This design comes from an exercise in tuning for small area and a short achievable clock period on the open sky130 flow, not from production work. Function was checked by simulation only, so behaviour that the tests miss may differ from the original.

==> flow/design.v <==
module mdu (
   input  logic        clk,
   input  logic        rst_n,
   input  logic        start,
   input  logic [3:0]  opMDU,
   input  logic [31:0] SrcA,
   input  logic [31:0] SrcB,
   output logic        busy,
   output logic        stall_req,
   output logic [31:0] HI,
   output logic [31:0] LO
);
   localparam logic [3:0] OP_MULT  = 4'b0001;
   localparam logic [3:0] OP_MULTU = 4'b0010;
   localparam logic [3:0] OP_DIV   = 4'b0011;
   localparam logic [3:0] OP_DIVU  = 4'b0100;
   localparam logic [3:0] OP_MTHI  = 4'b0101;
   localparam logic [3:0] OP_MTLO  = 4'b0110;
   logic w_isMult, w_isMultu, w_isDiv, w_isDivu, w_isMul, w_isDv, w_isMulDiv;
   assign w_isMult   = (opMDU == OP_MULT);
   assign w_isMultu  = (opMDU == OP_MULTU);
   assign w_isDiv    = (opMDU == OP_DIV);
   assign w_isDivu   = (opMDU == OP_DIVU);
   assign w_isMul    = w_isMult | w_isMultu;
   assign w_isDv     = w_isDiv | w_isDivu;
   assign w_isMulDiv = w_isMul | w_isDv;
   logic        r_busy;
   logic [3:0]  r_cnt;
   logic        r_div;       
   logic        r_sgn;       
   logic        r_sA;        
   logic [31:0] r_m;         
   logic [33:0] r_acc;       
   logic [32:0] r_q;         
   logic [31:0] r_hi;
   logic [31:0] r_lo;
   logic w_accept, w_done;
   assign w_accept = ~r_busy & start & w_isMulDiv;
   assign w_done   = r_busy & (r_cnt == 4'd0);
   logic        f_div, f_sgn;
   logic [31:0] f_m;
   assign f_div = r_busy & r_div;
   assign f_sgn = r_busy ? r_sgn : (w_isMult | w_isDiv);
   assign f_m   = r_busy ? r_m   : SrcB;
   logic w_sD;                           
   logic w_sDf;                          
   assign w_sD  = r_sgn & r_m[31];
   assign w_sDf = f_sgn & f_m[31];
   logic        w_negAin;
   logic [31:0] w_preA;
   logic [31:0] w_ain;
   assign w_negAin = w_isDiv & SrcA[31];
   always_comb begin
      w_preA[0] = 1'b0;
      for (int i = 1; i < 32; i++) w_preA[i] = w_preA[i-1] | SrcA[i-1];
   end
   assign w_ain = SrcA ^ ({32{w_negAin}} & w_preA);
   logic       w_sDin;
   logic [4:0] w_dl;                      
   logic [5:1] w_small;                   
   logic [4:0] w_nq;
   logic [4:0] w_nr;
   assign w_sDin = w_isDiv & SrcB[31];
   assign w_dl   = w_sDin ? (5'd0 - SrcB[4:0]) : SrcB[4:0];
   always_comb begin
      w_small[1] = w_sDin ? ((&SrcB[31:1]) & (|SrcB[0:0])) : ~(|SrcB[31:1]);
      w_small[2] = w_sDin ? ((&SrcB[31:2]) & (|SrcB[1:0])) : ~(|SrcB[31:2]);
      w_small[3] = w_sDin ? ((&SrcB[31:3]) & (|SrcB[2:0])) : ~(|SrcB[31:3]);
      w_small[4] = w_sDin ? ((&SrcB[31:4]) & (|SrcB[3:0])) : ~(|SrcB[31:4]);
      w_small[5] = w_sDin ? ((&SrcB[31:5]) & (|SrcB[4:0])) : ~(|SrcB[31:5]);
   end
   always_comb begin
      logic [4:0] t;
      logic [4:0] r;
      r = 5'd0;
      for (int i = 1; i <= 5; i++) begin
         t = {r[3:0], w_ain[32-i]};
         if (w_small[i] && (t >= w_dl)) begin
            w_nq[5-i] = 1'b1;
            r = t - w_dl;
         end else begin
            w_nq[5-i] = 1'b0;
            r = t;
         end
      end
      w_nr = r;
   end
   logic [6:0]  w_win;                   
   assign w_win = {(w_done ? (r_sgn & r_q[5]) : r_q[6]), r_q[5:0]};
   logic [34:0] w_mxr;                   
   logic [34:0] w_mxf;                   
   assign w_mxr = {{3{w_sD}}, r_m};
   assign w_mxf = {{3{w_sDf}}, f_m};
   logic [34:0] w_x [0:3];
   logic [34:0] w_y [0:2];
   logic [34:0] w_s [0:2];
   logic [35:0] w_c [0:2];
   logic [2:0]  w_one, w_two, w_neg;
   logic [3:1]  w_abit;
   assign w_abit[1] = r_q[31];
   assign w_abit[2] = r_q[30];
   assign w_abit[3] = r_q[29];
   assign w_x[0] = r_busy ? {r_acc[33], r_acc} : 35'd0;
   genvar r, j;
   generate
      for (r = 0; r < 3; r++) begin : g_row
         logic x2, x1, x0, sR;
         logic [34:0] mx;
         if (r == 2) begin : g_in
            assign x2 = r_busy ? w_win[6] : SrcA[2];
            assign x1 = r_busy ? w_win[5] : SrcA[1];
            assign x0 = r_busy ? w_win[4] : 1'b0;
            assign mx = w_mxf;
         end else begin : g_reg
            assign x2 = w_win[2*r+2];
            assign x1 = w_win[2*r+1];
            assign x0 = w_win[2*r];
            assign mx = w_mxr;
         end
         if (r == 0) begin : g_sr0
            assign sR = r_acc[33];
         end else begin : g_srn
            assign sR = w_s[r-1][32];
         end
         always_comb begin
            if (!f_div) begin
               if (r_busy || (r == 2)) begin
                  w_one[r] = x1 ^ x0;
                  w_two[r] = (x2 & ~x1 & ~x0) | (~x2 & x1 & x0);
                  w_neg[r] = x2;
               end else begin
                  w_one[r] = 1'b0;
                  w_two[r] = 1'b0;
                  w_neg[r] = 1'b0;
               end
            end else if (w_done && (r == 0)) begin
               w_one[r] = 1'b0;
               w_two[r] = r_acc[33];
               w_neg[r] = w_sD;
            end else begin
               w_one[r] = 1'b1;
               w_two[r] = 1'b0;
               w_neg[r] = ~(sR ^ w_sD);
            end
         end
         assign w_y[r][0] = (w_one[r] & mx[0]) ^ w_neg[r];
         for (j = 1; j < 35; j++) begin : g_sel
            assign w_y[r][j] = ((w_one[r] & mx[j]) | (w_two[r] & mx[j-1])) ^ w_neg[r];
         end
         assign w_c[r][0] = w_neg[r];
         for (j = 0; j < 35; j++) begin : g_fa
            assign w_s[r][j]   = w_x[r][j] ^ w_y[r][j] ^ w_c[r][j];
            assign w_c[r][j+1] = (w_x[r][j] & w_y[r][j]) | (w_c[r][j] & (w_x[r][j] ^ w_y[r][j]));
         end
         if (r == 1) begin : g_nx_in
            for (j = 0; j < 35; j++) begin : g_nx
               if (j == 0) begin : g_b
                  assign w_x[2][j] = !r_busy ? (SrcA[0] & w_mxf[1]) :
                                     f_div ? w_abit[2] : w_s[1][2];
               end else begin : g_b
                  assign w_x[2][j] = !r_busy ? (SrcA[0] & w_mxf[(j+1 > 34) ? 34 : j+1]) :
                                     f_div ? w_s[1][j-1] : w_s[1][(j+2 > 34) ? 34 : j+2];
               end
            end
         end else begin : g_nx_reg
            assign w_x[r+1][0] = f_div ? w_abit[r+1] : w_s[r][2];
            for (j = 1; j < 35; j++) begin : g_nx
               assign w_x[r+1][j] = f_div ? w_s[r][j-1] : w_s[r][(j+2 > 34) ? 34 : j+2];
            end
         end
      end
   endgenerate
   logic [31:0] w_ru, w_preR, w_remS;
   logic [31:0] w_preQ, w_quoS;
   logic        w_negR, w_negQ;
   assign w_ru   = w_s[0][32:1];
   assign w_negR = r_sA;
   assign w_negQ = r_sA ^ w_sD;
   always_comb begin
      w_preR[0] = 1'b0;
      w_preQ[0] = 1'b0;
      for (int i = 1; i < 32; i++) begin
         w_preR[i] = w_preR[i-1] | w_ru[i-1];
         w_preQ[i] = w_preQ[i-1] | r_q[i-1];
      end
   end
   assign w_remS = w_ru ^ ({32{w_negR}} & w_preR);
   assign w_quoS = r_q[31:0] ^ ({32{w_negQ}} & w_preQ);
   logic [31:0] w_resHi, w_resLo;
   logic        w_resWr;
   assign w_resHi = r_div ? w_remS : w_s[2][32:1];
   assign w_resLo = r_div ? w_quoS : {w_s[2][0], w_s[1][1:0], w_s[0][1:0], r_q[32:6]};
   assign w_resWr = ~r_div | (|r_m);
   always_ff @(posedge clk or negedge rst_n) begin
      if (!rst_n) begin
         r_busy <= 1'b0;
         r_cnt  <= 4'd0;
      end else begin
         r_busy <= w_accept | (r_busy & ~w_done);
         if (w_accept)
            r_cnt <= w_isMul ? 4'd4 : 4'd9;
         else
            r_cnt <= r_cnt - 4'd1;
      end
   end
   always_ff @(posedge clk) begin
      r_div <= r_busy ? r_div : w_isDv;
      r_sgn <= f_sgn;
      r_sA  <= r_busy ? r_sA : w_negAin;
      r_m   <= f_m;
      if (!r_busy && w_isDv)
         r_acc <= {28'd0, w_nr, w_ain[26]};
      else
         r_acc <= w_x[3][33:0];
      if (r_busy && !r_div)
         r_q <= {w_s[2][1:0], w_s[1][1:0], w_s[0][1:0], r_q[32:6]};
      else if (r_busy)
         r_q <= {1'b0, r_q[28:0], ~w_s[0][32], ~w_s[1][32], ~w_s[2][32]};
      else if (!w_isDv)
         r_q <= {w_s[2][1:0], SrcA[0] & SrcB[0], SrcA[31:2]};
      else
         r_q <= {1'b0, w_ain[25:0], 1'b0, w_nq};
   end
   always_ff @(posedge clk or negedge rst_n) begin
      if (!rst_n) begin
         r_hi <= 32'd0;
         r_lo <= 32'd0;
      end else if (w_done) begin
         if (w_resWr) begin
            r_hi <= w_resHi;
            r_lo <= w_resLo;
         end
      end else if (!r_busy && start) begin
         if (opMDU == OP_MTHI) r_hi <= SrcA;
         if (opMDU == OP_MTLO) r_lo <= SrcA;
      end
   end
   assign busy      = r_busy;
   assign stall_req = r_busy | (start & w_isMulDiv);
   assign HI        = r_hi;
   assign LO        = r_lo;
endmodule
==> flow/run.sh <==
#!/bin/bash
# synth_recipe.tcl (not shown) runs the flow's synth.tcl, then flattens the netlist and writes it again
# the make line also repeats each setting of config.mk as NAME=value (left out here)
make -C /OpenROAD-flow-scripts/flow DESIGN_CONFIG=/design/flow/config.mk WORK_HOME=/design/flow/orfs CLKGATE_MAP_FILE= SYNTH_SCRIPT=/design/flow/synth_recipe.tcl finish
==> flow/config.mk <==
export PLATFORM = sky130hd
export DESIGN_NAME = mdu
export DESIGN_NICKNAME = mdu
export VERILOG_FILES = /design/flow/design.v
export SDC_FILE = /design/flow/constraint.sdc
export NUM_CORES = 4
export LEC_CHECK = 0
export CAP_MARGIN = 20
export CORE_MARGIN = 2
export CORE_UTILIZATION = 40
export SLEW_MARGIN = 20
==> flow/constraint.sdc <==
create_clock -name core_clock -period 105.0 [get_ports {clk}]
set_input_delay 21.0000 -clock core_clock [delete_from_list [all_inputs] [get_ports {clk}]]
set_output_delay 21.0000 -clock core_clock [all_outputs]
set_load 0.01 [all_outputs]
==> summary.txt, run 1 <==
The flow ran to the end and the layout has no timing, DRC or antenna violations. The tools report the worst max-slew margin expressed relative to the limit as 32.1%. For this run, design rule violations remaining after detail routing come to 0. Once routing completed, OpenROAD measured the worst setup slack at 57.21 ns. The clock sink total was 171; the share of synthesized flip-flops with an asynchronous set or reset was 40.4%.

For the final net count, the log shows 2310. Before antenna repair, the detailed router went through 6 iterations. On the critical path, the stage with the largest delay is an instance of o22ai_4. The die covers 43600 µm². The final setup skew was 0.0170 ns; the number of hold-slack violations in the final timing report was 0. After Yosys synthesis, and, or, nand and nor cells account for 18.1% of the synthesized area. The finished layout holds 2660 standard cells, fillers aside.

The type of destination of the critical path is a flop. The number of instances in the placed design came out at 2628. The number of global-route vias before repair is 15600.

After floorplanning, the core was sized to cover 41700 µm². The clock transition at the register clock pins on the worst setup and hold paths after CTS is 0.08 ns, and the clock latency at the later pin of the worst-skew pair is 0.48 ns. In this run, synthesis inferred 2 flip-flops with an integrated enable. The worst path required time came out at 105.34 ns. The repair_antennas step left the layout with diodes totalling 0.

Maximum number of buffers from clock root to sink: 2. The synthesized netlist devotes 10.1% of its cell area to XOR and XNOR gates. The total via count after detailed routing was 16200; the number of synthesis warnings was 5. After synthesis, the largest family of logic cells by area is compound AO/OA/AOI/OAI gates.

Setup repair after global routing left no endpoint under its margin. The total CTS buffers is 17, and the routability congestion estimate is 0.939. Counting stages on the worst path, the most repeated cell is fa_1. In the layout the commonest cells are nand2_1, a21oi_1, nor2_1. Summing all multi-input logic gate instances after layout gives 12200 µm².

For this design, the CTS-stage hold fixing added 0 buffers. The most common flop cell mapped by yosys was dfxtp_1. The adder-cell share of the synthesized area is 14.4%, and the post-synthesis net count is 2300.

Post-CTS repair changed the size of 0 cells. The synthesized flop and latch total is 171, and the share of post-route cells with drive strength above 1 is 6.84%. The sequential element share of the synthesized area came out at 22.6%.

Setup violations remaining at the end of the flow were counted as 0. The worst slack at placement is 57.30 ns, and the average instance area after synthesis is 7.99 µm². The count of buffers added on input and output ports is 136. In the post-synthesis netlist, the biggest area contributors are fa_1, dfxtp_1, dfrtp_1. The largest area contributor in the netlist was fa_1. The biggest cell delay along the critical path came out at 0.73 ns.

Leaving out fill and tap cells, the most frequent cell in the layout is nand2_1. The tools report the maximum number of pins on one net before global-route repair as 70. The detail route stage leaves a number of antenna-violating nets equal to 0. For the maximum achievable frequency, the log shows 20.9 MHz. The clock period minus final worst setup slack was 47.79 ns; the count of maximum capacitance violations was 0.

The wire length after detailed routing was 64.1 mm; the estimated wirelength of the detail-placed design was 48.1 mm. The floorplan row count was 75; the portion of netlist area occupied by mux cells was 6.62%. The die is 209 µm wide. The actual slew at the worst max-slew pin was 1.02 ns; the post-synthesis to final-layout area growth was 13.4%. In this run the most critical hold path is launched from r_q[32]$_DFF_P_. The setup path with the least slack is of type reg -> reg. The worst setup path is launched from a flop. Data arrives at the worst endpoint at 48.13 ns.

The synthesized netlist devotes 22.8% of its cell area to compound gates. The final critical path takes up 45.5% of the cycle. The max-slew violation count is 0. Number of antenna violations at the first check in global routing: 0. The starting DRC count in detailed routing came out at 1777. The total global-route track usage came out at 29.4%. After clock tree synthesis, the setup repair step added 0 buffers.

Once the floorplan was initialized, standard cells occupied 40.3% of the core. Fill cells in the final layout number 4267. Dividing the detail-routed via count by the number of cells gives 6.10. The run gives 78 as the number of library cell types mapped by synthesis. Along the worst path, the maximum fanout reaches 35. The routed length per instance is 24.1 µm.

The worst min-delay path category is reg -> reg. Registers take 3790 µm². The first global-routing pass estimated 97.3 mm of wire.

The floorplan step set the die height to 209 µm. The most critical setup path has its startpoint at r_cnt[0]$_DFF_PN0_. Reg-to-reg startpoint: r_cnt[0]$_DFF_PN0_. The remaining global-route overflow came out at 0. CTS root buffer: clkbuf_16. The run gives 16800 µm² as the synthesized area. In the synthesized netlist, the number of instances is 2098.

For this design the top-level I/O count stands at 137. For the final routed database, the setup TNS stands at 0 ns. The share of Yosys cell area claimed by the top area cell type works out to 12.3%. TritonCTS built the clock tree.

The H-tree level count was 4.
[final cells by class]
| class | instances | area share (%) |
|---|---|---|
| multi-input combinational | 1697 | 64.1 |
| sequential | 171 | 19.9 |
| timing repair buffer | 168 | 8.41 |
| tap | 539 | 3.55 |
| clock buffer | 18 | 2.31 |
| inverter | 53 | 1.05 |
| clock inverter | 14 | 0.665 |
[worst max-delay path: cells and delay by family, from the launching register on]
family | cells | cell delay (ns)
buffers and inverters | 13 | 1.97
DFF | 1 | 0.38
and+or+nand+nor | 3 | 0.36
adders and majority gates | 98 | 41.85
muxes | 1 | 0.29
xor gates and xnor gates | 4 | 0.87
AOI/OAI and AO/OA | 9 | 1.88
[cell usage after synthesis, drive strengths merged, types with 50 or more instances]
library cell	instances
o21ai	129
fa	103
xor2	115
mux2i	61
dfxtp	100
a21oi	191
nand2	246
xnor2	74
nor2	187
inv	52
a211oi	50
a22oi	99
dfrtp	69
clkbuf	137
[registers in the layout, indices dropped and copies added (netlist names)]
name,count
r_acc,34
r_busy,1
r_cnt,4
r_div,1
r_hi,32
r_lo,32
r_m,32
r_q,33
r_sA,1
r_sgn,1
[final timing paths]
| check | endpoint | slack [ns] | cells after the start |
|---|---|---|---|
| worst max-delay path | r_acc[33]$_SDFF_PP0_ | 57.21 | 128 |
| worst min-delay path | r_q[26]$_DFF_P_ | 0.50 | 2 |
| worst max register to register | r_acc[33]$_SDFF_PP0_ | 57.21 | 128 |
| worst min register to register | r_q[26]$_DFF_P_ | 0.50 | 2 |
| max in group asynchronous | r_busy$_DFF_PN0_ | 83.66 | 1 |
| min in group asynchronous | r_lo[0]$_DFFE_PN0P_ | 20.65 | 1 |
[through the flow]
step	hold slack, ns	cell area [µm²]	util [%]
6_report	0.497	19000	45.6
5_1_grt	0.521	19000	45.6
3_5_place_dp	0.484	18400	44.3
2_1_floorplan	0.465	16800	-
3_3_place_gp	0.474	18400	44.3
4_1_cts	0.495	19000	45.6
[kinds of logic (layout without fill, tap and decap cells)]
logic type                 after synthesis  count (layout)
AOI/OAI and AO/OA                      613             613
buffers and inverters                  230             253
DFF                                    171             171
and+or+nand+nor                        657             657
xor gates and xnor gates               191             191
adders and majority gates              131             131
muxes                                  105             105
[per-layer routing]
layer / GRT usage, % / vias up / share of wire [%] / wire (µm)
met2: 44.9 / 751 / 44 / 28100
met3: 4.48 / 70 / 8.4 / 5350
met5: 0 / - / 0 / 0
met4: 9.09 / 0 / 2.5 / 1590
li1: - / 7440 / - / -
met1: 42.7 / 7955 / 45 / 29000
==> inputs of run 2 (changes only) <==
--- a/flow/design.v
+++ b/flow/design.v
@@ -48,11 +48,19 @@
    assign w_sDf = f_sgn & f_m[31];
+   logic [31:0] w_hiIn, w_loIn, w_hiOut, w_loOut;
+   logic        w_hiNeg, w_loNeg;
+   logic [31:0] w_hiPre, w_loPre;
    logic        w_negAin;
-   logic [31:0] w_preA;
-   logic [31:0] w_ain;
    assign w_negAin = w_isDiv & SrcA[31];
    always_comb begin
-      w_preA[0] = 1'b0;
-      for (int i = 1; i < 32; i++) w_preA[i] = w_preA[i-1] | SrcA[i-1];
-   end
-   assign w_ain = SrcA ^ ({32{w_negAin}} & w_preA);
+      w_hiPre[0] = 1'b0;
+      w_loPre[0] = 1'b0;
+      for (int i = 1; i < 32; i++) begin
+         w_hiPre[i] = w_hiPre[i-1] | w_hiIn[i-1];
+         w_loPre[i] = w_loPre[i-1] | w_loIn[i-1];
+      end
+   end
+   assign w_hiOut = w_hiIn ^ ({32{w_hiNeg}} & w_hiPre);
+   assign w_loOut = w_loIn ^ ({32{w_loNeg}} & w_loPre);
+   logic [31:0] w_ain;
+   assign w_ain = w_hiOut;
    logic       w_sDin;
@@ -60,2 +68,4 @@
    logic [5:1] w_small;                   
+   logic [5:1] w_ones, w_zeros;           
+   logic [4:0] w_dpre;
    logic [4:0] w_nq;
@@ -63,26 +73,37 @@
    assign w_sDin = w_isDiv & SrcB[31];
-   assign w_dl   = w_sDin ? (5'd0 - SrcB[4:0]) : SrcB[4:0];
-   always_comb begin
-      w_small[1] = w_sDin ? ((&SrcB[31:1]) & (|SrcB[0:0])) : ~(|SrcB[31:1]);
-      w_small[2] = w_sDin ? ((&SrcB[31:2]) & (|SrcB[1:0])) : ~(|SrcB[31:2]);
-      w_small[3] = w_sDin ? ((&SrcB[31:3]) & (|SrcB[2:0])) : ~(|SrcB[31:3]);
-      w_small[4] = w_sDin ? ((&SrcB[31:4]) & (|SrcB[3:0])) : ~(|SrcB[31:4]);
-      w_small[5] = w_sDin ? ((&SrcB[31:5]) & (|SrcB[4:0])) : ~(|SrcB[31:5]);
-   end
-   always_comb begin
-      logic [4:0] t;
-      logic [4:0] r;
-      r = 5'd0;
-      for (int i = 1; i <= 5; i++) begin
-         t = {r[3:0], w_ain[32-i]};
-         if (w_small[i] && (t >= w_dl)) begin
-            w_nq[5-i] = 1'b1;
-            r = t - w_dl;
-         end else begin
-            w_nq[5-i] = 1'b0;
-            r = t;
-         end
-      end
-      w_nr = r;
-   end
+   assign w_ones[5]  = &SrcB[31:5];
+   assign w_zeros[5] = ~(|SrcB[31:5]);
+   assign w_dpre[0]  = 1'b0;
+   genvar i, k;
+   generate
+      for (i = 4; i >= 1; i--) begin : g_oz
+         assign w_ones[i]  = w_ones[i+1] & SrcB[i];
+         assign w_zeros[i] = w_zeros[i+1] & ~SrcB[i];
+      end
+      for (i = 1; i < 5; i++) begin : g_dp
+         assign w_dpre[i] = w_dpre[i-1] | SrcB[i-1];
+      end
+      for (i = 1; i <= 5; i++) begin : g_sm
+         assign w_small[i] = w_sDin ? (w_ones[i] & (w_dpre[i-1] | SrcB[i-1]))
+                                    : w_zeros[i];
+      end
+   endgenerate
+   assign w_dl = SrcB[4:0] ^ ({5{w_sDin}} & w_dpre);
+   logic [4:0] w_nrr [0:5];              
+   assign w_nrr[0] = 5'd0;
+   generate
+      for (i = 1; i <= 5; i++) begin : g_nrow
+         logic [i-1:0] t, d;
+         logic [i:0]   bw;
+         assign t = (i == 1) ? w_ain[31] : {w_nrr[i-1][(i > 1 ? i-2 : 0):0], w_ain[32-i]};
+         assign bw[0] = 1'b0;
+         for (k = 0; k < i; k++) begin : g_b
+            assign d[k]    = t[k] ^ w_dl[k] ^ bw[k];
+            assign bw[k+1] = (~t[k] & w_dl[k]) | (~(t[k] ^ w_dl[k]) & bw[k]);
+         end
+         assign w_nq[5-i] = w_small[i] & ~bw[i];
+         assign w_nrr[i]  = 5'(w_nq[5-i] ? d : t);
+      end
+   endgenerate
+   assign w_nr = w_nrr[5];
    logic [6:0]  w_win;                   
@@ -172,22 +193,10 @@
    endgenerate
-   logic [31:0] w_ru, w_preR, w_remS;
-   logic [31:0] w_preQ, w_quoS;
-   logic        w_negR, w_negQ;
-   assign w_ru   = w_s[0][32:1];
-   assign w_negR = r_sA;
+   logic w_negQ;
    assign w_negQ = r_sA ^ w_sD;
-   always_comb begin
-      w_preR[0] = 1'b0;
-      w_preQ[0] = 1'b0;
-      for (int i = 1; i < 32; i++) begin
-         w_preR[i] = w_preR[i-1] | w_ru[i-1];
-         w_preQ[i] = w_preQ[i-1] | r_q[i-1];
-      end
-   end
-   assign w_remS = w_ru ^ ({32{w_negR}} & w_preR);
-   assign w_quoS = r_q[31:0] ^ ({32{w_negQ}} & w_preQ);
-   logic [31:0] w_resHi, w_resLo;
-   logic        w_resWr;
-   assign w_resHi = r_div ? w_remS : w_s[2][32:1];
-   assign w_resLo = r_div ? w_quoS : {w_s[2][0], w_s[1][1:0], w_s[0][1:0], r_q[32:6]};
+   assign w_hiIn  = !r_busy ? SrcA : r_div ? w_s[0][32:1] : w_s[2][32:1];
+   assign w_hiNeg = !r_busy ? w_negAin : (r_div & r_sA);
+   assign w_loIn  = !r_busy ? SrcA : r_div ? r_q[31:0]
+                                   : {w_s[2][0], w_s[1][1:0], w_s[0][1:0], r_q[32:6]};
+   assign w_loNeg = r_busy & r_div & w_negQ;
+   logic w_resWr;
    assign w_resWr = ~r_div | (|r_m);
@@ -219,3 +228,3 @@
       else if (!w_isDv)
-         r_q <= {w_s[2][1:0], SrcA[0] & SrcB[0], SrcA[31:2]};
+         r_q <= {w_s[2][1:0], SrcA[0] & SrcB[0], w_ain[31:2]};
       else
@@ -227,10 +236,7 @@
          r_lo <= 32'd0;
-      end else if (w_done) begin
-         if (w_resWr) begin
-            r_hi <= w_resHi;
-            r_lo <= w_resLo;
-         end
-      end else if (!r_busy && start) begin
-         if (opMDU == OP_MTHI) r_hi <= SrcA;
-         if (opMDU == OP_MTLO) r_lo <= SrcA;
+      end else begin
+         if ((w_done && w_resWr) || (!r_busy && start && opMDU == OP_MTHI))
+            r_hi <= w_hiOut;
+         if ((w_done && w_resWr) || (!r_busy && start && opMDU == OP_MTLO))
+            r_lo <= w_loOut;
       end
--- a/flow/config.mk
+++ b/flow/config.mk
@@ -9,3 +9,4 @@
 export CORE_MARGIN = 2
-export CORE_UTILIZATION = 40
+export CORE_UTILIZATION = 65
+export PLACE_DENSITY = 0.75
 export SLEW_MARGIN = 20
==> summary.txt, run 2 <==
The number of library cell types mapped by synthesis is 75 (was 78), and the total via count after detailed routing is 14100 (was 16200). The number of instances in the placed design came out at 2127 (was 2628). The actual slew at the worst max-slew pin is 0.893 ns (was 1.02 ns), and the cts-stage hold buffer count is 0 (unchanged).

The cell with the largest stage delay on the worst path was buf_4 (was o22ai_4). The startpoint class of the critical path was a flop (unchanged). For the number of antenna violations at the first check in global routing, the log shows 0 (unchanged). The wire length after detailed routing was 49.4 mm (was 64.1 mm). The logs give 1.01 (was 0.939) for the routability congestion estimate and 24700 µm² (was 43600 µm²) for the die area.

The post-synthesis to final-layout area growth came out at 13.2% (was 13.4%). The estimated wirelength of the detail-placed design is 36.8 mm (was 48.1 mm). TritonCTS built the clock tree.

The logs give 17 (unchanged) for the total CTS buffers and 53.47 ns (was 57.30 ns) for the worst slack at placement. Number of flip-flops in the largest register: 34 (unchanged). The clock transition at the register clock pins on the worst setup and hold paths after CTS was 0.08 ns (about the same); the clock period minus final worst setup slack was 51.85 ns (was 47.79 ns). Maximum number of buffers from clock root to sink: 2 (unchanged). The number of port buffers came out at 136 (unchanged).

The remaining global-route overflow is 0 (unchanged), and the antenna cell count is 0 (unchanged). The total global-route track usage came out at 40.5% (was 29.4%). Final critical-path share of the clock period: 49.4% (was 45.5%).

The tools report the final net count as 2014 (was 2310). The run gives 0.45 ns (was 0.48 ns) as the clock latency at the later pin of the worst-skew pair. The type of destination of the critical path is a flop (unchanged). Ranking of synthesized cells by area: fa_1, dfxtp_1, dfrtp_1 (unchanged). The run gives 0 (unchanged) as the post-CTS repair timing setup buffer count. Leading cell types by count after synthesis: nand2_1, nor2_1, a21oi_1 (was nand2_1, a21oi_1, nor2_1). The synthesized flop and latch total was 171 (unchanged). The tools report the post-CTS resize count as 0 (unchanged). The worst path required time came out at 105.39 ns (was 105.34 ns).

Post-layout worst setup margin: 53.15 ns (was 57.21 ns). The post-synthesis net count is 1961 (was 2300). The number of detailed-route iterations in the first pass was 8 (was 6); the maximum number of pins on one net before global-route repair was 128 (was 70). The final number of setup-violating endpoints was 0 (unchanged); the overall die width was 157 µm (was 209 µm). Registers with the highest flip-flop counts: r_acc: 34 flops, r_q: 33 flops (unchanged). Routed length per instance: 22.9 µm (was 24.1 µm). Share of post-route cells with drive strength above 1: 8.64% (was 6.84%).

The flow ran to the end and the layout has no timing, DRC or antenna violations. The die span in y is 157 µm (was 209 µm). H-tree level count: 4 (unchanged).

The cell with the most instances after synthesis was nand2_1 (unchanged). For the number of global-route vias before repair, the log shows 13500 (was 15600). The initial cell density of the core is 65.6% (was 40.3%), and the peak fanout along the critical path is 34 (was 35). The logs give 0 (unchanged) for the max-slew violation count and 137 (unchanged) for the I/O pin total. The tools report the CTS root buffer as clkbuf_16 (unchanged). Most frequent cells in the layout: nand2_1, nor2_1, clkdlybuf4s50_1 (was nand2_1, a21oi_1, nor2_1).

The tools report the final setup skew as 0.0137 ns (was 0.0170 ns). The commonest non-fill, non-tap cell in the layout was nand2_1 (unchanged). Type of the worst setup path: reg -> reg (unchanged). The sequential element share of the synthesized area came out at 24.8% (was 22.6%). The floorplan row count is 56 (was 75). Setup repair after global routing left no endpoint under its margin.

The wire length of the first global-routing pass is 75.9 mm (was 97.3 mm). The critical path arrival is 52.23 ns (was 48.13 ns), and the number of flops mapped to enable cells by yosys is 2 (unchanged). The logs give 15300 µm² (was 16800 µm²) for the synthesized area and 1774 (was 2098) for the post-synthesis cell count. The critical path's most frequent cell is fa_1 (unchanged). The area of the core is 23300 µm² (was 41700 µm²), and the average instance area after synthesis is 8.60 µm² (was 7.99 µm²).

The share of Yosys cell area claimed by the top area cell type is 14.3% (was 12.3%), and the share of synthesized flip-flops with an asynchronous set or reset is 40.4% (unchanged). The run gives 0 (unchanged) as the number of design rule violations left after detail routing. The number of routed nets with antenna violations came out at 0 (unchanged).

The tools report the maximum achievable frequency as 19.3 MHz (was 20.9 MHz). Most common flop cell mapped by yosys: dfxtp_1 (unchanged). The biggest cell delay along the critical path works out to 0.51 ns (was 0.73 ns). The starting DRC count in detailed routing was 1837 (was 1777). The clock sink total is 171 (unchanged). Worst max-slew margin expressed relative to the limit: 40.0% (was 32.1%). Number of synthesis warnings: 6 (was 5). For the final standard cell count with taps included and fillers excluded, the log shows 2159 (was 2660).

The worst min-delay path category was reg -> reg (unchanged). Count of maximum capacitance violations: 0 (unchanged). The largest area contributor in the netlist was fa_1 (unchanged). The number of hold-slack violations in the final timing report was 0 (unchanged); the final total negative setup slack was 0 ns (unchanged). Register with the most flip-flops: r_acc (unchanged). The detailed-route vias per instance was 6.55 (was 6.10).
[run 2: routing by layer]
metal	global-route usage, %	vias up	part of all wire [%]
met5	0	-	0
met4	18.7	0	5.0
met3	9.20	189	11
met2	63.8	912	46
met1	53.2	6763	38
li1	-	6283	-
[run 2: cell type report]
type | count | area (µm²)
repair buffers | 160 | 1550
fillers | 1867 | 5990
inverters | 51 | 191
well taps | 319 | 399
flip-flops and latches | 171 | 3790
clock buffers | 18 | 439
clock inverters | 14 | 165
multi-input cells | 1426 | 10700
[run 2: path summary, 6_finish.rpt]
kind	slack, ns	cells past startpoint	end	from
max	53.15	167	r_acc[4]$_DFF_P_	r_cnt[0]$_DFF_PN0_
max reg2reg	53.15	167	r_acc[4]$_DFF_P_	r_cnt[0]$_DFF_PN0_
min reg2reg	0.52	1	r_hi[28]$_DFFE_PN0P_	r_hi[28]$_DFFE_PN0P_
min	0.52	1	r_hi[28]$_DFFE_PN0P_	r_hi[28]$_DFFE_PN0P_
min in group asynchronous	20.72	2	r_cnt[2]$_DFF_PN0_	rst_n
max in group asynchronous	83.63	2	r_busy$_DFF_PN0_	rst_n
[run 2: worst max-delay path, delay by kind of cell, from the launching register on]
family / cells / cell delay, ns
adders and majority gates: 107 / 40.75
AOI/OAI and AO/OA: 14 / 3.49
buffers and inverters: 25 / 3.24
muxes: 6 / 1.68
and+or+nand+nor: 11 / 1.51
xor gates and xnor gates: 4 / 0.70
DFF: 1 / 0.40
[run 2: cells by family after synthesis]
logic type / count (synthesis) / synth area share (%)
flops: 171 / 24.8
buf+inv: 177 / 5.21
fa+ha+maj: 116 / 14.9
compound gates: 446 / 18.4
mux: 127 / 8.81
simple gates: 553 / 17.3
xor+xnor: 184 / 10.6
[run 2: stage by stage]
| stage | area (µm²) | hold slack [ns] | util (%) |
|---|---|---|---|
| floorplan | 15300 | 0.477 | - |
| global placement | 16700 | 0.492 | 71.6 |
| detailed placement | 16700 | 0.500 | 71.6 |
| CTS | 17300 | 0.517 | 74.2 |
| global route | 17300 | 0.534 | 74.2 |
| finish | 17300 | 0.515 | 74.2 |
==> inputs of run 3 (changes only) <==
==> flow/flow/run.sh (new file) <==
#!/bin/bash
# Layout flow: the standard ORFS flow, with
#  - synthesis: the standard script, ABC mapping for area (abc_area.script);
#  - full adders reconnected so carry chains run through CIN (fa_swap.py);
#  - port buffers of the smallest buffer cell;
#  - clock tree synthesis without dummy loads.
# Each tool's output goes to a log file of its own in this folder.
set -euo pipefail
W=$(pwd)
export FLOW_DIR=$W/flow
export FLOW_WORK=$W
ORFS=$W/orfs
R=$ORFS/results/$FLOW_PLATFORM/mdu/base
MK=(make -C "$FLOW_HOME" "DESIGN_CONFIG=$FLOW_CONFIG" "WORK_HOME=$ORFS" "CLKGATE_MAP_FILE="
    "SYNTH_SCRIPT=$W/flow/synth_area.tcl"
    "BUFFER_PORTS_ARGS=-buffer_cell sky130_fd_sc_hd__buf_1"
    "CTS_ARGS=-sink_clustering_enable -repair_clock_nets -dont_use_dummy_load")
"${MK[@]}" "$R/1_2_yosys.v" > "$W/synth.log" 2>&1
python3 "$W/flow/fa_swap.py" "$R/1_2_yosys.v" > "$W/fa_swap.log" 2>&1
"${MK[@]}" finish > "$W/layout.log" 2>&1
: # left out here: write the final layout as DEF
==> flow/flow/abc_area.script (new file) <==
strash
dch -f
amap
==> flow/flow/fa_swap.py (new file) <==
#!/usr/bin/env python3
"""Reconnect each full adder so that a carry coming from another full adder
(directly or through one inverter) enters its CIN pin, the fastest input to
COUT. A, B and CIN are interchangeable in a full adder, so the logic does not
change; only which pin each net reaches."""
import re
import sys

path = sys.argv[1]
text = open(path).read()
cell_re = re.compile(r'(sky130_fd_sc_hd__fa_\d+\s+\S+\s*\()(.*?)(\);)', re.S)
pin_re = re.compile(r'\.(\w+)\(([^()]*)\)')

couts = set()
for m in cell_re.finditer(text):
    pins = dict(pin_re.findall(m.group(2)))
    couts.add(pins['COUT'].strip())
inv_re = re.compile(r'sky130_fd_sc_hd__(?:inv|clkinv)_\d+\s+\S+\s*\((.*?)\);', re.S)
carry = set(couts)
for m in inv_re.finditer(text):
    pins = dict(pin_re.findall(m.group(1)))
    if pins.get('A', '').strip() in couts:
        carry.add(pins['Y'].strip())

swapped = 0


def fix(m):
    global swapped
    body = m.group(2)
    pins = dict((k, v.strip()) for k, v in pin_re.findall(body))
    if pins['CIN'] in carry:
        return m.group(0)
    for p in ('A', 'B'):
        if pins[p] in carry:
            pins[p], pins['CIN'] = pins['CIN'], pins[p]
            swapped += 1
            new = body
            new = re.sub(r'\.%s\([^()]*\)' % p, '.%s(@@%s@@)' % (p, p), new)
            new = re.sub(r'\.CIN\([^()]*\)', '.CIN(@@CIN@@)', new)
            new = new.replace('@@%s@@' % p, pins[p]).replace('@@CIN@@', pins['CIN'])
            return m.group(1) + new + m.group(3)
    return m.group(0)


out = cell_re.sub(fix, text)
open(path, 'w').write(out)
print('full adders: %d carries: %d swapped: %d' % (len(couts), len(carry), swapped))
==> flow/flow/synth_area.tcl (new file) <==
# The standard synthesis script (synth_recipe.tcl), with ABC mapping the
# logic for area instead of delay: the clock period leaves most paths with
# plenty of slack, and placement repairs the few that need it.
proc abc {args} {
  set i [lsearch $args -script]
  set args [lreplace $args $i [expr {$i + 1}] -script $::env(FLOW_DIR)/abc_area.script]
  puts "abc (area script): $args"
  yosys abc {*}$args
}
source $::env(FLOW_WORK)/synth_recipe.tcl
==> flow/standard.sh (new file) <==
#!/bin/bash
# synth_recipe.tcl (not shown) runs the flow's synth.tcl, then flattens the netlist and writes it again
# the make line also repeats each setting of config.mk as NAME=value (left out here)
make -C /OpenROAD-flow-scripts/flow DESIGN_CONFIG=/design/flow/config.mk WORK_HOME=/design/flow/orfs CLKGATE_MAP_FILE= SYNTH_SCRIPT=/design/flow/synth_recipe.tcl "${@:-finish}"
removed: flow/run.sh
==> summary.txt, run 3 <==
The biggest cell delay along the critical path was 0.93 ns (was 0.51 ns). The post-synthesis to final-layout area growth is 11.9% (was 13.2%). The number of flops mapped to enable cells by yosys came out at 2 (unchanged). The share of synthesized flip-flops with an asynchronous set or reset is 40.4% (unchanged).

The number of synthesis warnings is 6 (unchanged). The terminating pin of the worst hold path is r_lo[17]$_DFFE_PN0P_ (was r_hi[28]$_DFFE_PN0P_). The worst min-delay path category was reg -> reg (unchanged). The type of the worst setup path was reg -> reg (unchanged).

The max-slew violation count was 0 (unchanged); the clock sink total was 171 (unchanged). The commonest non-fill, non-tap cell in the layout was nor2_1 (was nand2_1). The wire length after detailed routing is 50.6 mm (was 49.4 mm). The cell with the largest stage delay on the worst path is edfxtp_1 (was buf_4). Most frequent cells in the layout: nor2_1, o22ai_1, clkinv_1 (was nand2_1, nor2_1, clkdlybuf4s50_1). The logs give 1937 (was 1961) for the post-synthesis net count and 27.7% (was 24.8%) for the sequential element share of the synthesized area. The share of Yosys cell area claimed by the top area cell type is 16.0% (was 14.3%). The run gives 2120 (was 2014) as the final net count. The cell count of the worst hold path was 2 (was 1). The peak fanout along the critical path is 67 (was 34), and the number of flip-flops in the largest register is 34 (unchanged). The number of design rule violations left after detail routing is 0 (unchanged), and the overall die width is 149 µm (was 157 µm).

The average instance area after synthesis works out to 7.81 µm² (was 8.60 µm²). The most common flop cell mapped by yosys was dfxtp_1 (unchanged). The actual slew at the worst max-slew pin was 1.28 ns (was 0.893 ns); the post-synthesis cell count was 1750 (was 1774).

The worst slack at placement is 55.62 ns (was 53.47 ns), and the total via count after detailed routing is 15400 (was 14100). The tools report the critical path arrival as 50.35 ns (was 52.23 ns). The tools report the CTS root buffer as clkbuf_16 (unchanged).

I/O pin total: 137 (unchanged). The number of instances in the placed design came out at 2188 (was 2127). The remaining global-route overflow was 0 (unchanged). The run gives 13700 µm² (was 15300 µm²) as the synthesized area.

Registers with the highest flip-flop counts: r_acc: 34 flops, r_q: 33 flops (unchanged). For the area of the core, the log shows 20800 µm² (was 23300 µm²). The initial cell density of the core came out at 65.6% (about the same). For the number of routed nets with antenna violations, the log shows 0 (unchanged).

The run gives 0 (unchanged) as the antenna cell count. The critical path's most frequent cell was fa_1 (unchanged). The cell with the most instances after synthesis is nor2_1 (was nand2_1). Clock period minus final worst setup slack: 50.00 ns (was 51.85 ns). The post-layout worst setup margin came out at 55.00 ns (was 53.15 ns). The number of detailed-route iterations in the first pass came out at 8 (unchanged). Ranking of synthesized cells by area: fa_1, dfxtp_1, dfrtp_1 (unchanged). The logs give 0 (unchanged) for the number of antenna violations at the first check in global routing and 78.3 mm (was 75.9 mm) for the wire length of the first global-routing pass. The worst max-slew margin expressed relative to the limit is 13.6% (was 40.0%). Setup repair after global routing left no endpoint under its margin. Worst min-delay path startpoint: r_lo[17]$_DFFE_PN0P_ (was r_hi[28]$_DFFE_PN0P_). The clock latency at the later pin of the worst-skew pair came out at 0.44 ns (was 0.45 ns). The register with the most flip-flops was r_acc (unchanged). Largest area contributor in the netlist: fa_1 (unchanged). For the final standard cell count with taps included and fillers excluded, the log shows 2206 (was 2159). Uppermost metal layer occupied by signal nets: met4 (unchanged). The run gives 6.88 mm (was 5.61 mm) as the total met3 wirelength after detailed routing. The number of hold-slack violations in the final timing report was 0 (unchanged). The buffer and inverter count on the worst path is 33 (was 25).

TritonCTS built the clock tree. The post-CTS repair timing setup buffer count is 0 (unchanged). The startpoint class of the critical path was a flop (unchanged). The estimated wirelength of the detail-placed design was 36.8 mm (about the same). The tools report the reg-to-reg startpoint as r_div$_DFFE_PN_ (was r_cnt[0]$_DFF_PN0_). For the maximum achievable frequency, the log shows 20.0 MHz (was 19.3 MHz). The worst reg2reg path endpoint was r_acc[1]$_DFF_P_ (was r_acc[4]$_DFF_P_).

The cts-stage hold buffer count was 0 (unchanged). Leading cell types by count after synthesis: nor2_1, o22ai_1, clkinv_1 (was nand2_1, nor2_1, a21oi_1). For the register-to-register setup slack, the log shows 55.00 ns (was 53.15 ns).

For the total CTS buffers, the log shows 17 (unchanged). The worst path required time is 105.35 ns (was 105.39 ns), and the final critical-path share of the clock period is 47.6% (was 49.4%). Met2 wirelength from detailed routing: 22.6 mm (was 22.5 mm). The run finished with no timing, DRC or antenna violations. The worst reg2reg path depth works out to 167 (unchanged).

The detailed-route vias per instance is 6.99 (was 6.55). Final setup skew: 0.0297 ns (was 0.0137 ns). The tools report the post-CTS resize count as 0 (unchanged).

The type of destination of the critical path was a flop (unchanged). The routed length per instance came out at 22.9 µm (about the same). The maximum number of buffers from clock root to sink was 2 (unchanged). The tools report the routability congestion estimate as 1.05 (was 1.01). The family of cells with the greatest summed delay on the critical path was adder cells (unchanged). The number of port buffers is 136 (unchanged), and the die span in y is 149 µm (was 157 µm). The detailed-route wire length on metal 1 is 18.6 mm (was 18.8 mm).

The synthesized flop and latch total is 171 (unchanged). The final total negative setup slack is 0 ns (unchanged), and the die area is 22200 µm² (was 24700 µm²). The tools report the total global-route track usage as 45.5% (was 40.5%). The number of library cell types mapped by synthesis was 44 (was 75). The logs give 53 (was 56) for the floorplan row count and 2195 (was 1837) for the starting DRC count in detailed routing. The share of post-route cells with drive strength above 1 is 3.21% (was 8.64%).

The H-tree level count is 4 (unchanged), and the number of global-route vias before repair is 14300 (was 13500). The maximum number of pins on one net before global-route repair was 70 (was 128); the count of maximum capacitance violations was 0 (unchanged). The clock transition at the register clock pins on the worst setup and hold paths after CTS came out at 0.08 ns (about the same). The final number of setup-violating endpoints came out at 0 (unchanged).
## run 3: worst max path at each step
| stage | from | endpoint | cells past startpoint |
|---|---|---|---|
| finish | r_div$_DFFE_PN_ | r_acc[1]$_DFF_P_ | 167 |
| global route | r_div$_DFFE_PN_ | r_acc[2]$_DFF_P_ | 167 |
| CTS | r_div$_DFFE_PN_ | r_acc[2]$_DFF_P_ | 166 |
| detailed placement | r_div$_DFFE_PN_ | r_acc[1]$_DFF_P_ | 166 |
| global placement | r_div$_DFFE_PN_ | r_acc[2]$_DFF_P_ | 166 |
| floorplan | r_busy$_DFF_PN0_ | r_acc[1]$_DFF_P_ | 161 |
## run 3: cell type report
cell class / instances / area, µm²
repair buffers: 164 / 742
fillers: 1702 / 5530
clock buffers: 17 / 425
inverters: 180 / 677
well taps: 275 / 344
flip-flops and latches: 171 / 3790
multi-input cells: 1399 / 9310
## run 3: worst reg2reg max path, delay by kind of cell, from the launching register on
family                   cells  cell delay, ns
AND/OR/NAND/NOR              8            1.49
flip-flops                   1            0.93
buffers and inverters       33            4.73
adder cells (fa/ha/maj)    105           38.35
AO/OA/AOI/OAI               21            4.47
## run 3: metal layers
layer  vias to the layer above  GRT usage, %
met5                         -             0
met4                         0          21.3
met3                       243          10.3
met2                      1313          69.6
met1                      7043          61.6
li1                       6821             -
## run 3: metrics by stage
stage | hold WS [ns] | utilization [%] | cell area [µm²]
2_1_floorplan | 0.460 | - | 13700
3_3_place_gp | 0.459 | 71.3 | 14800
3_5_place_dp | 0.470 | 71.3 | 14800
4_1_cts | 0.483 | 73.3 | 15300
5_1_grt | 0.519 | 73.4 | 15300
6_report | 0.480 | 73.4 | 15300
## run 3: cell families after synthesis
logic type / Yosys count / share of synthesized area, %
and+or+nand+nor: 526 / 16.2
buffers and inverters: 180 / 4.94
AOI/OAI and AO/OA: 756 / 34.4
DFF: 171 / 27.7
xor gates and xnor gates: 1 / 0.0641
adders and majority gates: 116 / 16.6

-- port drivers added, routing unchanged --
Ports are ideal in the flow. The routed layouts listed here were re-timed in OpenROAD. Step 1 assumes that a clkbuf_16 drives the clock port and a buf_2 every other input. Step 2, shift: input delay + t, output delay - t, t = (earliest + latest rising clock arrival at the registers) / 2. This alone moves slack from input paths to output paths. Slacks: no drivers / after step 1 / after step 2; pairs: no drivers / after step 1.
run | t (ns) | setup slack, ns | clock arrival spread, ns
run 1 | 0.526 | 57.211 / 57.211 / 57.211 | 0.017 / 0.017
run 2 | 0.498 | 53.154 / 53.154 / 53.154 | 0.014 / 0.014
run 3 | 0.481 | 55.001 / 55.001 / 55.001 | 0.029 / 0.030
After both steps setup and hold are still met in every run listed.
